This design comes from an exercise in tuning for small area, a short achievable clock period and few clock cycles per item on the open sky130 flow, not from production work.
Only simulation tests tie the RTL to the original design; equivalence was not proved.
Power figures rest on the tool's default switching activity, not on a simulated workload.

`flow/run.sh`:
```
#!/bin/bash
# Standard layout, but the port buffers that global placement inserts are
# sky130_fd_sc_hd__buf_1 instead of the resizer's default pick; later repair
# steps may still resize them.
set -euo pipefail
cd "$(dirname "$0")/.."
export BUFFER_PORTS_ARGS="-buffer_cell sky130_fd_sc_hd__buf_1"
bash standard.sh > standard.log 2>&1
```
`standard.sh`:
```
#!/bin/bash
# synth_recipe.tcl (not shown) runs the flow's synth.tcl, then flattens the netlist and writes it again
# the make line also repeats each setting of config.mk as NAME=value (left out here)
make -C /OpenROAD-flow-scripts/flow DESIGN_CONFIG=/design/flow/config.mk WORK_HOME=/design/flow/orfs CLKGATE_MAP_FILE= SYNTH_SCRIPT=/design/flow/synth_recipe.tcl "${@:-finish}"
```
`config.mk`:
```
export PLATFORM = sky130hd
export DESIGN_NAME = aes_key_sched_iter
export DESIGN_NICKNAME = aes_key_sched_iter
export VERILOG_FILES = /design/flow/design.v
export SDC_FILE = /design/flow/constraint.sdc
export NUM_CORES = 4
export LEC_CHECK = 0
export CAP_MARGIN = 20
export CORE_MARGIN = 2
export CORE_UTILIZATION = 40
export SETUP_SLACK_MARGIN = 3.0
export SLEW_MARGIN = 20
```
`constraint.sdc`:
```
create_clock -name core_clock -period 6.0 [get_ports {clk}]
set_input_delay 1.2000 -clock core_clock [delete_from_list [all_inputs] [get_ports {clk}]]
set_output_delay 1.2000 -clock core_clock [all_outputs]
set_load 0.01 [all_outputs]
```
`design.v`:
```
module aes_key_sched_iter #(
  parameter logic [2:0] MODES_EN = 3'b111,
  parameter int         IDX_W    = 6
) (
  input  logic             clk,
  input  logic             rst_n,
  input  logic             start,
  input  logic [1:0]       mode,
  input  logic [255:0]     key_in,
  output logic             busy,
  output logic             word_valid,
  input  logic             word_ready,
  output logic [31:0]      word_out,
  output logic [IDX_W-1:0] word_idx,
  output logic             done,
  output logic             err
);
  function automatic logic [3:0] sbox_s1(input logic [7:0] a);
    logic U0, U1, U2, U3, U4, U5, U6, U7;
    logic T1, T2, T3, T4, T5, T6, T7, T8, T9, T10, T11, T12, T13, T14, T15, T16;
    logic T17, T18, T19, T20, T21, T22, T23, T24, T25, T26, T27;
    logic M1, M2, M3, M4, M5, M6, M7, M8, M9, M10, M11, M12, M13, M14, M15, M16;
    logic M17, M18, M19, M20, M21, M22, M23;
    {U0, U1, U2, U3, U4, U5, U6, U7} = a;
    T1 = U0 ^ U3;   T2 = U0 ^ U5;   T3 = U0 ^ U6;   T4 = U3 ^ U5;
    T5 = U4 ^ U6;   T6 = T1 ^ T5;   T7 = U1 ^ U2;   T8 = U7 ^ T6;
    T9 = U7 ^ T7;   T10 = T6 ^ T7;  T11 = U1 ^ U5;  T12 = U2 ^ U5;
    T13 = T3 ^ T4;  T14 = T6 ^ T11; T15 = T5 ^ T11; T16 = T5 ^ T12;
    T17 = T9 ^ T16; T18 = U3 ^ U7;  T19 = T7 ^ T18; T20 = T1 ^ T19;
    T21 = U6 ^ U7;  T22 = T7 ^ T21; T23 = T2 ^ T22; T24 = T2 ^ T10;
    T25 = T20 ^ T17; T26 = T3 ^ T16; T27 = T1 ^ T12;
    M1 = T13 & T6;  M2 = T23 & T8;  M3 = T14 ^ M1;  M4 = T19 & U7;
    M5 = M4 ^ M1;   M6 = T3 & T16;  M7 = T22 & T9;  M8 = T26 ^ M6;
    M9 = T20 & T17; M10 = M9 ^ M6;  M11 = T1 & T15; M12 = T4 & T27;
    M13 = M12 ^ M11; M14 = T2 & T10; M15 = M14 ^ M11; M16 = M3 ^ M2;
    M17 = M5 ^ T24; M18 = M8 ^ M7;  M19 = M10 ^ M15; M20 = M16 ^ M13;
    M21 = M17 ^ M15; M22 = M18 ^ M13; M23 = M19 ^ T25;
    sbox_s1 = {M20, M21, M22, M23};
  endfunction
  function automatic logic [7:0] sbox_s2(input logic [7:0] a, input logic [3:0] m);
    logic U0, U1, U2, U3, U4, U5, U6, U7;
    logic T1, T2, T3, T4, T5, T6, T7, T8, T9, T10, T11, T12, T13, T15, T16;
    logic T17, T18, T19, T20, T21, T22, T23, T27;
    logic M20, M21, M22, M23, M24, M25, M26, M27, M28, M29, M30;
    logic M31, M32, M33, M34, M35, M36, M37, M38, M39, M40, M41, M42, M43, M44;
    logic M45, M46, M47, M48, M49, M50, M51, M52, M53, M54, M55, M56, M57, M58;
    logic M59, M60, M61, M62, M63;
    logic L0, L1, L2, L3, L4, L5, L6, L7, L8, L9, L10, L11, L12, L13, L14, L15;
    logic L16, L17, L18, L19, L20, L21, L22, L23, L24, L25, L26, L27, L28, L29;
    {U0, U1, U2, U3, U4, U5, U6, U7} = a;
    {M20, M21, M22, M23} = m;
    T1 = U0 ^ U3;   T2 = U0 ^ U5;   T3 = U0 ^ U6;   T4 = U3 ^ U5;
    T5 = U4 ^ U6;   T6 = T1 ^ T5;   T7 = U1 ^ U2;   T8 = U7 ^ T6;
    T9 = U7 ^ T7;   T10 = T6 ^ T7;  T11 = U1 ^ U5;  T12 = U2 ^ U5;
    T13 = T3 ^ T4;  T15 = T5 ^ T11; T16 = T5 ^ T12;
    T17 = T9 ^ T16; T18 = U3 ^ U7;  T19 = T7 ^ T18; T20 = T1 ^ T19;
    T21 = U6 ^ U7;  T22 = T7 ^ T21; T23 = T2 ^ T22; T27 = T1 ^ T12;
    M24 = M22 ^ M23;
    M25 = M22 & M20; M26 = M21 ^ M25; M27 = M20 ^ M21; M28 = M23 ^ M25;
    M29 = M28 & M27; M30 = M26 & M24; M31 = M20 & M23; M32 = M27 & M31;
    M33 = M27 ^ M25; M34 = M21 & M22; M35 = M24 & M34; M36 = M24 ^ M25;
    M37 = M21 ^ M29; M38 = M32 ^ M33; M39 = M23 ^ M30; M40 = M35 ^ M36;
    M41 = M38 ^ M40; M42 = M37 ^ M39; M43 = M37 ^ M38; M44 = M39 ^ M40;
    M45 = M42 ^ M41;
    M46 = M44 & T6;  M47 = M40 & T8;  M48 = M39 & U7;  M49 = M43 & T16;
    M50 = M38 & T9;  M51 = M37 & T17; M52 = M42 & T15; M53 = M45 & T27;
    M54 = M41 & T10; M55 = M44 & T13; M56 = M40 & T23; M57 = M39 & T19;
    M58 = M43 & T3;  M59 = M38 & T22; M60 = M37 & T20; M61 = M42 & T1;
    M62 = M45 & T4;  M63 = M41 & T2;
    L0 = M61 ^ M62;  L1 = M50 ^ M56;  L2 = M46 ^ M48;  L3 = M47 ^ M55;
    L4 = M54 ^ M58;  L5 = M49 ^ M61;  L6 = M62 ^ L5;   L7 = M46 ^ L3;
    L8 = M51 ^ M59;  L9 = M52 ^ M53;  L10 = M53 ^ L4;  L11 = M60 ^ L2;
    L12 = M48 ^ M51; L13 = M50 ^ L0;  L14 = M52 ^ M61; L15 = M55 ^ L1;
    L16 = M56 ^ L0;  L17 = M57 ^ L1;  L18 = M58 ^ L8;  L19 = M63 ^ L4;
    L20 = L0 ^ L1;   L21 = L1 ^ L7;   L22 = L3 ^ L12;  L23 = L18 ^ L2;
    L24 = L15 ^ L9;  L25 = L6 ^ L10;  L26 = L7 ^ L9;   L27 = L8 ^ L10;
    L28 = L11 ^ L14; L29 = L11 ^ L17;
    sbox_s2 = {L6 ^ L24, ~(L16 ^ L26), ~(L19 ^ L28), L6 ^ L21,
               L20 ^ L22, L25 ^ L29, ~(L13 ^ L27), ~(L6 ^ L23)};
  endfunction
  function automatic logic [6:0] decode(input logic [IDX_W-1:0] i, input logic [2:0] q,
                                        input logic [1:0] md);
    logic kp, d3, d2, d1, rot, nrot, last;
    kp = 1'b0; d3 = 1'b0; d2 = 1'b0; d1 = 1'b0; rot = 1'b0; nrot = 1'b0; last = 1'b0;
    case (md)
      2'd0: begin
        kp   = (i < IDX_W'(3));
        d3   = (q == 3'd0); d2 = (q == 3'd1); d1 = (q == 3'd2);
        rot  = (q == 3'd3);
        last = (i == IDX_W'(43));
      end
      2'd1: begin
        kp   = (i < IDX_W'(5));
        d3   = (q == 3'd2); d2 = (q == 3'd3); d1 = (q == 3'd4);
        rot  = (q == 3'd5);
        last = (i == IDX_W'(51));
      end
      default: begin
        kp   = (i < IDX_W'(7));
        d3   = (q[1:0] == 2'd0); d2 = (q[1:0] == 2'd1); d1 = (q[1:0] == 2'd2);
        rot  = (q == 3'd7);
        nrot = (q == 3'd3) && (i > IDX_W'(7));
        last = (i == IDX_W'(59));
      end
    endcase
    decode = {kp, d3, d2, d1, rot, nrot, last};
  endfunction
  logic             busy_q, done_q, err_q;
  logic [IDX_W-1:0] idx_q, idx_n;
  logic [2:0]       q_q, q_n;       
  logic [1:0]       md_q, md_n;     
  logic [2:0]       nk_q;           
  logic [6:0]       c_q;            
  logic             c_kp, c_d3, c_d2, c_d1, c_rot, c_nrot, c_last;
  logic [7:0]       rcon_q;
  logic [7:0]       xu_q, yu_q;     
  logic [3:0]       xm_q, ym_q;     
  logic [7:0]       sb0_q, sb1_q, sb2_q, sb3_q;   
  logic [31:0]      s_q [8];
  logic             mode_ok, take, adv, hold;
  logic [31:0]      sh [8];         
  logic [31:0]      temp, new_word, e3, e2;
  logic [7:0]       xin, yin, xout, yout;
  always_comb begin
    case (mode)
      2'd0:    mode_ok = MODES_EN[0];
      2'd1:    mode_ok = MODES_EN[1];
      2'd2:    mode_ok = MODES_EN[2];
      default: mode_ok = 1'b0;
    endcase
  end
  assign {c_kp, c_d3, c_d2, c_d1, c_rot, c_nrot, c_last} = c_q;
  assign take = start && !busy_q && mode_ok;
  assign adv  = busy_q && word_ready;
  assign hold = !take && !adv;
  always_comb begin
    idx_n = idx_q;
    q_n   = q_q;
    md_n  = md_q;
    if (take) begin
      idx_n = '0;
      q_n   = 3'd0;
      md_n  = mode;
    end else if (adv) begin
      idx_n = idx_q + 1'b1;
      q_n   = c_rot ? 3'd0 : q_q + 3'd1;
    end
  end
  always_comb begin
    e3 = c_kp ? s_q[2] : (s_q[7] ^ s_q[0] ^ s_q[1] ^ s_q[2]);
    e2 = c_kp ? s_q[1] : (s_q[7] ^ s_q[0] ^ s_q[1]);
  end
  always_comb begin
    xin  = c_d3 ? e3[31:24] : e2[23:16];
    yin  = c_d3 ? e3[15:8]  : e2[7:0];
    xout = sbox_s2(xu_q, xm_q);
    yout = sbox_s2(yu_q, ym_q);
    temp = ({32{c_rot}}  & {sb1_q ^ rcon_q, sb2_q, sb3_q, sb0_q})
         | ({32{c_nrot}} & {sb0_q, sb1_q, sb2_q, sb3_q})
         | ({32{!c_rot && !c_nrot && !c_kp}} & s_q[7]);
    new_word = s_q[0] ^ temp;
    for (int k = 0; k < 7; k++) sh[k] = s_q[k+1];
    if (nk_q[0]) sh[2] = s_q[7];
    if (nk_q[1]) sh[4] = s_q[7];
    sh[7] = new_word;
  end
  always_ff @(posedge clk) begin
    if (!rst_n) begin
      busy_q <= 1'b0;
      done_q <= 1'b0;
      err_q  <= 1'b0;
    end else begin
      done_q <= adv && c_last;
      err_q  <= start && !busy_q && !mode_ok;
      if (take)                 busy_q <= 1'b1;
      else if (adv && c_last) busy_q <= 1'b0;
    end
  end
  always_ff @(posedge clk) begin
    idx_q <= idx_n;
    q_q   <= q_n;
    md_q  <= md_n;
    nk_q  <= {md_n == 2'd2, md_n == 2'd1, md_n == 2'd0};
    c_q   <= decode(idx_n, q_n, md_n);
    for (int k = 0; k < 7; k++)
      s_q[k] <= ({32{take}} & key_in[223 - 32*k -: 32]) | ({32{adv}} & sh[k])
              | ({32{hold}} & s_q[k]);
    s_q[7] <= ({32{take}} & key_in[255:224]) | ({32{adv}} & sh[7]) | ({32{hold}} & s_q[7]);
    if (take) begin
      rcon_q <= 8'h01;
    end else if (adv) begin
      if (c_rot) rcon_q <= {rcon_q[6:0], 1'b0} ^ (rcon_q[7] ? 8'h1b : 8'h00);
      if (c_d3 || c_d2) begin
        xu_q <= xin; xm_q <= sbox_s1(xin);
        yu_q <= yin; ym_q <= sbox_s1(yin);
      end
      if (c_d2) begin sb0_q <= xout; sb2_q <= yout; end
      if (c_d1) begin sb1_q <= xout; sb3_q <= yout; end
    end
  end
  assign busy       = busy_q;
  assign word_valid = busy_q;
  assign done       = done_q;
  assign err        = err_q;
  assign word_out   = s_q[7];
  assign word_idx   = idx_q;
endmodule
```
==> qor.yml, run 1 <==
clock_network:
  cts_hold_buf: 0
  cts_tree: "built"
  root_buffer: "clkbuf_16"
  h-tree-depth: 2
  clkSlewWorstSetupHoldPaths_ns: 0.06
  clock_latency_ns: 0.57
  cts_buffer_depth: 3
  cts_buffers: 38
  cts_sinks: 343
global_routing:
  grt_pass1_wl_um: 91600
  antenna_found_initial: 4
  grt_max_degree: 199
  first_global_vias: 15099
  grtUsageTotal_pct: 25.0
  grt_overflow: 0
routing:
  remaining_drc_errors: 0
  vias_per_cell: 5.68
  ant_nets: 0
  drtIter0Drc: 1719
  dr.pass1.iters: 7
  num_vias: 16703
  wl_per_cell_um: 21.4
  wirelength_um: 62900
synth:
  synth_seq_cells: 343
  ys_top_cells_by_area: "dfxtp_1, edfxtp_1, a22oi_1, nand2_1, xnor2_1"
  synth_edf_count: 56
  syn-num-nets: 2310
  netlist_area_mm2: 0.0183
  synthDistinctLibCells: 73
  synthCells: 2042
  syn-mean-instance-area_um2: 8.96
  async_flop_share_pct: 0
  yosysWarningCount: 3
  synth_top_cell_by_area: "dfxtp_1"
  yosysTopAreaCellShare_pct: 31.4
  yosysSeqAreaShare_pct: 40.6
  ys.flop_type: "dfxtp_1"
die:
  dieHeight_um: 218
  io_pins: 304
  rows: 78
  fp.dieArea_mm2: 0.0475
  die_w_um: 218
  core_mm2: 0.0453
  start_util_pct: 40.4
sta:
  finalClockSkew_ns: 0.0195
  fmax_mhz: 316
  max-slew-margin-rel_pct: 30.6
  hold_viol: 0
  worst_pin_slew_ns: 1.04
  rsz0062_at_grt: "yes"
  setup_violations: 0
  slew_violations: 0
  fin_crit_sh_pct: 52.8
  layout_min_cycle_time_ns: 3.17
  tns_ns: 0
setup_path:
  critPathKind: "flop to flop"
  crit_required_ns: 6.29
  setup.worst_path.start_class: "flop"
  crit_path_end_kind: "flop"
  cp_max_fo: 7
  cp_data_arrival_time_ns: 3.46
place:
  place_area_mm2: 0.0198
  place_hpwl_um: 43300
  place_congestion: 0.881
  portBuffers: 303
job:
  max-cap-violations: 0
final_layout:
  layout_common_cells: "nand2_1, buf_1, dfxtp_1"
  nets: 2581
  fillers: 4329
  drive_gt1_share_pct: 11.5
  syn2layout_area_growth_pct: 20.4
  final_common_cell: "nand2_1"
  stdcell_area_mm2: 0.0220
power:
  irDropWorstVdd_mv: 0.273
  p_per_area_mw_per_mm2: 514
  p_leak_nw: 8.51
status:
  status: "complete, no violations"
hold_path:
  holdCritPathClass: "flop to flop"
==> worst paths after layout <==
kind / depth (start not counted) / slack, ns / start / to
worst max-delay path: 10 / 2.83 / s_q[7][23] / xm_q[2]
worst min-delay path: 2 / 0.44 / s_q[3][21] / s_q[3][21]
worst min register to register: 2 / 0.44 / s_q[3][21] / s_q[3][21]
worst max register to register: 10 / 2.83 / s_q[7][23] / xm_q[2]
==> critical path: stages (launching register included) <==
cell and delay, ns:
dfxtp_1 0.57, xnor2_1 0.25, o21a_1 0.29, a211o_1 0.29
and3_1 0.23, nor2_4 0.22, xnor2_4 0.16, xnor2_1 0.15
ha_1 0.25, xnor3_1 0.36, xnor2_1 0.13
==> routing by layer <==
layer  global-route usage [%]  routed length [µm]
met4                     6.60                1500
met3                     3.79                4170
met1                     35.9               29200
met2                     39.0               28000
met5                        0                  14
==> power breakdown <==
group	switching, mW	internal (mW)
sequential	0.518	3.15
clock	0.983	1.28
combinational	2.79	2.60
==> flip-flops by register name, indices dropped and copies added, names as in the netlist <==
name,flops
c_q,7
xu_q,8
xm_q,4
s_q,256
q_q,3
sb1_q,8
sb2_q,8
idx_q,6
md_q,2
ym_q,4
yu_q,8
sb3_q,8
rcon_q,8
busy_q,1
sb0_q,8
err_q,1
nk_q,2
done_q,1
==> synth_stat cells, types with 18 or more instances <==
cell type,n
xor2_1,75
a222oi_1,24
edfxtp_1,56
clkbuf_1,117
dfxtp_1,287
xnor2_1,158
inv_1,20
buf_1,18
nand3_1,18
a221o_1,66
a22oi_1,209
nor3_1,42
nand2_1,388
a21oi_1,43
xnor3_1,18
mux2i_1,78
nor2_1,145
o211ai_1,20
o21ai_0,70
==> repair_timing <==
action	4_1_cts	5_1_grt
pin swaps	28	15
gates resized for setup	65	59
setup buffers	16	40
hold endpoints to repair	0	0
setup endpoints to repair	17	64
gates cloned	1	1
==> logic make-up (layout without fill, tap and decap cells) <==
logic type | after synthesis | after routing | synth area share (%)
other | 0 | 3 | 0
AOI/OAI and AO/OA | 529 | 529 | 21.7
muxes | 87 | 87 | 4.90
and+or+nand+nor | 654 | 656 | 15.0
adders and majority gates | 6 | 6 | 0.410
DFF | 343 | 343 | 40.6
buffers and inverters | 168 | 464 | 3.54
xor gates and xnor gates | 255 | 255 | 13.8
==> per-stage QoR <==
stage               worst slack, ns  util [%]  total power [mW]  std cells  hold WS (ns)
CTS                            2.78      47.3              10.9       2898         0.442
global route                   2.73      48.6              12.0       2943         0.452
detailed placement             2.26      43.8              8.37       2814         0.432
finish                         2.83      48.6              11.3       2943         0.440
floorplan                      2.88         -              7.26       2042         0.422
global placement               2.34      43.8              8.28       2814         0.429
==> final cells by class <==
cell class | count | area (µm²) | share of cell area (%)
Antenna cell | 3 | 7.51 | 0.0341
Clock buffer | 56 | 1100 | 5.00
Clock inverter | 11 | 78.8 | 0.358
Inverter | 21 | 85.1 | 0.386
Multi-Input combinational cell | 1533 | 10800 | 48.8
Sequential cell | 343 | 7490 | 34.0
Tap cell | 600 | 751 | 3.41
Timing Repair Buffer | 376 | 1750 | 7.96
Testbench counts, summed over its fixed seeds: cycles 27,072, words 26,552.
==> run 2, diff against run 1 <==
--- a/config.mk
+++ b/config.mk
@@ -8,5 +8,7 @@
 export CAP_MARGIN = 20
 export CORE_MARGIN = 2
 export CORE_UTILIZATION = 40
-export SETUP_SLACK_MARGIN = 3.0
+export CTS_CLUSTER_DIAMETER = 100
+export CTS_CLUSTER_SIZE = 30
+export SETUP_SLACK_MARGIN = 2.5
 export SLEW_MARGIN = 20
==> run 2 against run 1 <==
  * Synthesized cell count is the same
  * Register-to-register slack lost 0.22 ns
  * Clock skew grew 0.0075 ns
  * Cell count shrank 3.3%
  * Area after synthesis is the same
  * Non-clock buffer count shrank 53
  * Critical path type unchanged
  * Worst hold slack gained 0.0085 ns
  * Wire length shrank 2.1%
  * Clock-buffer cell count shrank 35
  * Via count shrank 2.0%
==> qor.yml, run 2 <==
final_layout:
  fillers: 4379
  layout_common_cells: "nand2_1, buf_1, dfxtp_1"
  final_common_cell: "nand2_1"
  syn2layout_area_growth_pct: 11.7
  stdcell_area_mm2: 0.0204
  largest_reg_flops: 256
  top_register: "s_q"
  stdcell_count: 2847
  multi_input_area_mm2: 0.0103
  drive_gt1_share_pct: 4.50
  final_util_pct: 45.1
  nets: 2504
  seq_area_mm2: 0.00745
place:
  portBuffers: 303
  place_hpwl_um: 44900
  place_congestion: 0.872
  place_area_mm2: 0.0198
  post-place-cells: 2816
synth:
  async_flop_share_pct: 0
  yosysMostFrequentCell: "nand2_1"
  synth_seq_cells: 343
  ys_top_cells_by_count: "nand2_1, dfxtp_1, a22oi_1"
  ys_top_cells_by_area: "dfxtp_1, edfxtp_1, a22oi_1, nand2_1, xnor2_1"
  syn-num-nets: 2310
  synthDistinctLibCells: 73
  netlist_area_mm2: 0.0183
  yosysWarningCount: 3
  synth_top_cell_by_area: "dfxtp_1"
  yosysSeqAreaShare_pct: 40.6
  yosysTopAreaCellShare_pct: 31.4
  ys.flop_type: "dfxtp_1"
  synth_edf_count: 56
  synthCells: 2042
  syn-mean-instance-area_um2: 8.96
global_routing:
  antenna_found_initial: 3
  grtUsageTotal_pct: 24.9
  first_global_vias: 15142
  grt_overflow: 0
  grt_pass1_wl_um: 92300
  grt_max_degree: 172
setup_path:
  cp_max_fo: 7
  cp_data_arrival_time_ns: 3.66
  critPathKind: "flop to flop"
  crit_required_ns: 6.27
  crit_path_end_kind: "flop"
  setup.worst_path.start_class: "flop"
hold_path:
  holdCritPathClass: "flop to flop"
sta:
  rsz0062_at_grt: "yes"
  finalClockSkew_ns: 0.0270
  worst_pin_slew_ns: 1.10
  hold_viol: 0
  slew_violations: 0
  layout_min_cycle_time_ns: 3.39
  fmax_mhz: 295
  fin_crit_sh_pct: 56.5
  hold_ws_ns: 0.449
  max-slew-margin-rel_pct: 26.8
  tns_ns: 0
  setup_violations: 0
clock_network:
  cts_sinks: 343
  clkSlewWorstSetupHoldPaths_ns: 0.11
  cts_tree: "built"
  h-tree-depth: 1
  clock_latency_ns: 0.54
  cts_hold_buf: 0
  root_buffer: "clkbuf_16"
  cts_buffers: 16
  cts_buffer_depth: 3
power:
  p_clk_share_pct: 13.7
  swShare_pct: 39.8
  seq_power_share_pct: 37.4
  power.switching_mw: 3.90
  combPwrFrac_pct: 48.9
  p_int_mw: 5.90
  p_per_area_mw_per_mm2: 480
  p_leak_nw: 7.77
  irDropWorstVdd_mv: 0.258
routing:
  wl_met2_um: 27300
  remaining_drc_errors: 0
  m1WireLength_um: 28400
  highest_layer: "met4"
  wl_met3_um: 4200
  vias_per_cell: 5.75
  drtIter0Drc: 1710
  ant_nets: 0
  num_vias: 16374
  wirelength_um: 61600
  dr.pass1.iters: 8
  wl_per_cell_um: 21.6
status:
  status: "complete, no violations"
die:
  dieHeight_um: 218
  core_mm2: 0.0453
  start_util_pct: 40.4
  rows: 78
  die_w_um: 218
  fp.dieArea_mm2: 0.0475
  io_pins: 304
job:
  max-cap-violations: 0
==> run 2: cell count changes in the layout (fill, tap and decap cells not counted), sizes merged <==
| cell | previous run | this run |
|---|---|---|
| and2 | 8 | 6 |
| clkbuf | 59 | 21 |
| clkinv | 8 | 2 |
| buf | 373 | 323 |
==> run 2: per-layer routing <==
metal / vias to the layer above / global-route usage (%)
met1: 7954 / 36.5
met4: 0 / 7.05
met2: 602 / 38.8
li1: 7737 / -
met3: 81 / 2.61
met5: - / 0
==> run 2: per-stage QoR <==
stage	setup WS [ns]	power, mW
2_1_floorplan	2.84	7.23
3_3_place_gp	2.39	8.26
3_5_place_dp	2.35	8.35
4_1_cts	2.47	9.74
5_1_grt	2.44	10.4
6_report	2.61	9.80
==> run 2: logic make-up after synthesis <==
group | share of synthesized area, %
buffers and inverters | 3.54
DFF | 40.6
AOI/OAI and AO/OA | 21.7
adders and majority gates | 0.410
xor gates and xnor gates | 13.8
and+or+nand+nor | 15.0
muxes | 4.90
==> run 2: path summary, 6_finish.rpt <==
check                   from    endpoint  slack (ns)  cells after the start
setup reg to reg  s_q[7][10]     ym_q[0]        2.61                     11
setup / recovery  s_q[7][10]     ym_q[0]        2.61                     11
hold / removal    s_q[6][27]  s_q[6][27]        0.45                      2
hold reg to reg   s_q[6][27]  s_q[6][27]        0.45                      2
==> run 2: worst max-delay path: stages (launching register included) <==
cell      delay, ns
dfxtp_2        0.47
xnor3_1        0.49
or3_4          0.41
o311ai_4       0.12
a211oi_1       0.14
nor4b_4        0.41
xor2_2         0.25
xnor2_1        0.15
ha_1           0.26
xnor2_1        0.19
xnor2_1        0.16
xnor2_1        0.09
==> run 2: power by group through the flow <==
stage / registers [mW] / logic [mW] / clock network, mW
finish: 3.66 / 4.79 / 1.35
global route: 3.71 / 5.25 / 1.46
CTS: 3.64 / 4.73 / 1.37
detailed placement: 3.68 / 4.67 / 0
global placement: 3.67 / 4.59 / 0
floorplan: 3.48 / 3.76 / 0
==> run 2: repair_timing <==
| action | 4_1_cts | 5_1_grt |
|---|---|---|
| pin swaps | 0 | 1 |
| gates resized for setup | 3 | 21 |
| setup endpoints to repair | 3 | 8 |
| buffers inserted | 0 | 1 |
==> run 2: cell type report <==
| cell class | count | area share, % |
|---|---|---|
| inverters | 21 | 0.386 |
| clock inverters | 5 | 0.312 |
| multi-input cells | 1531 | 50.5 |
| well taps | 600 | 3.67 |
| diodes | 3 | 0.0367 |
| clock buffers | 21 | 2.16 |
| flip-flops and latches | 343 | 36.4 |
| repair buffers | 323 | 6.54 |

what the ideal ports hide:
The flow's constraints put no driver on any port. The routed layouts listed below were extracted and timed again, unchanged, in two steps. Step 1 (the two cells are an assumption about what drives the block):
set clk [get_ports {clk}]
set_driving_cell -lib_cell sky130_fd_sc_hd__clkbuf_16 $clk
set_driving_cell -lib_cell sky130_fd_sc_hd__buf_2 [delete_from_list [all_inputs] $clk]
Step 2 times the ports against the registers' clock, not the clock port: input delays grow and output delays shrink by t, the midpoint of the rising clock arrivals with the driver on. Three values: ideal ports, drivers, drivers and shift; two values: the first two.
| run | t, ns | setup WS [ns] | slew at the worst register clock pin (ns) |
|---|---|---|---|
| run 1 | 0.614 | 2.835 / 2.835 / 2.603 | 0.06 / 0.06 |
| run 2 | 0.589 | 2.611 / 2.611 / 2.310 | 0.12 / 0.12 |
After both steps every run listed still meets setup and hold. The setup slack of run 2, which loses most, moves by 0.000 ns with the drivers and by -0.301 ns with both steps.
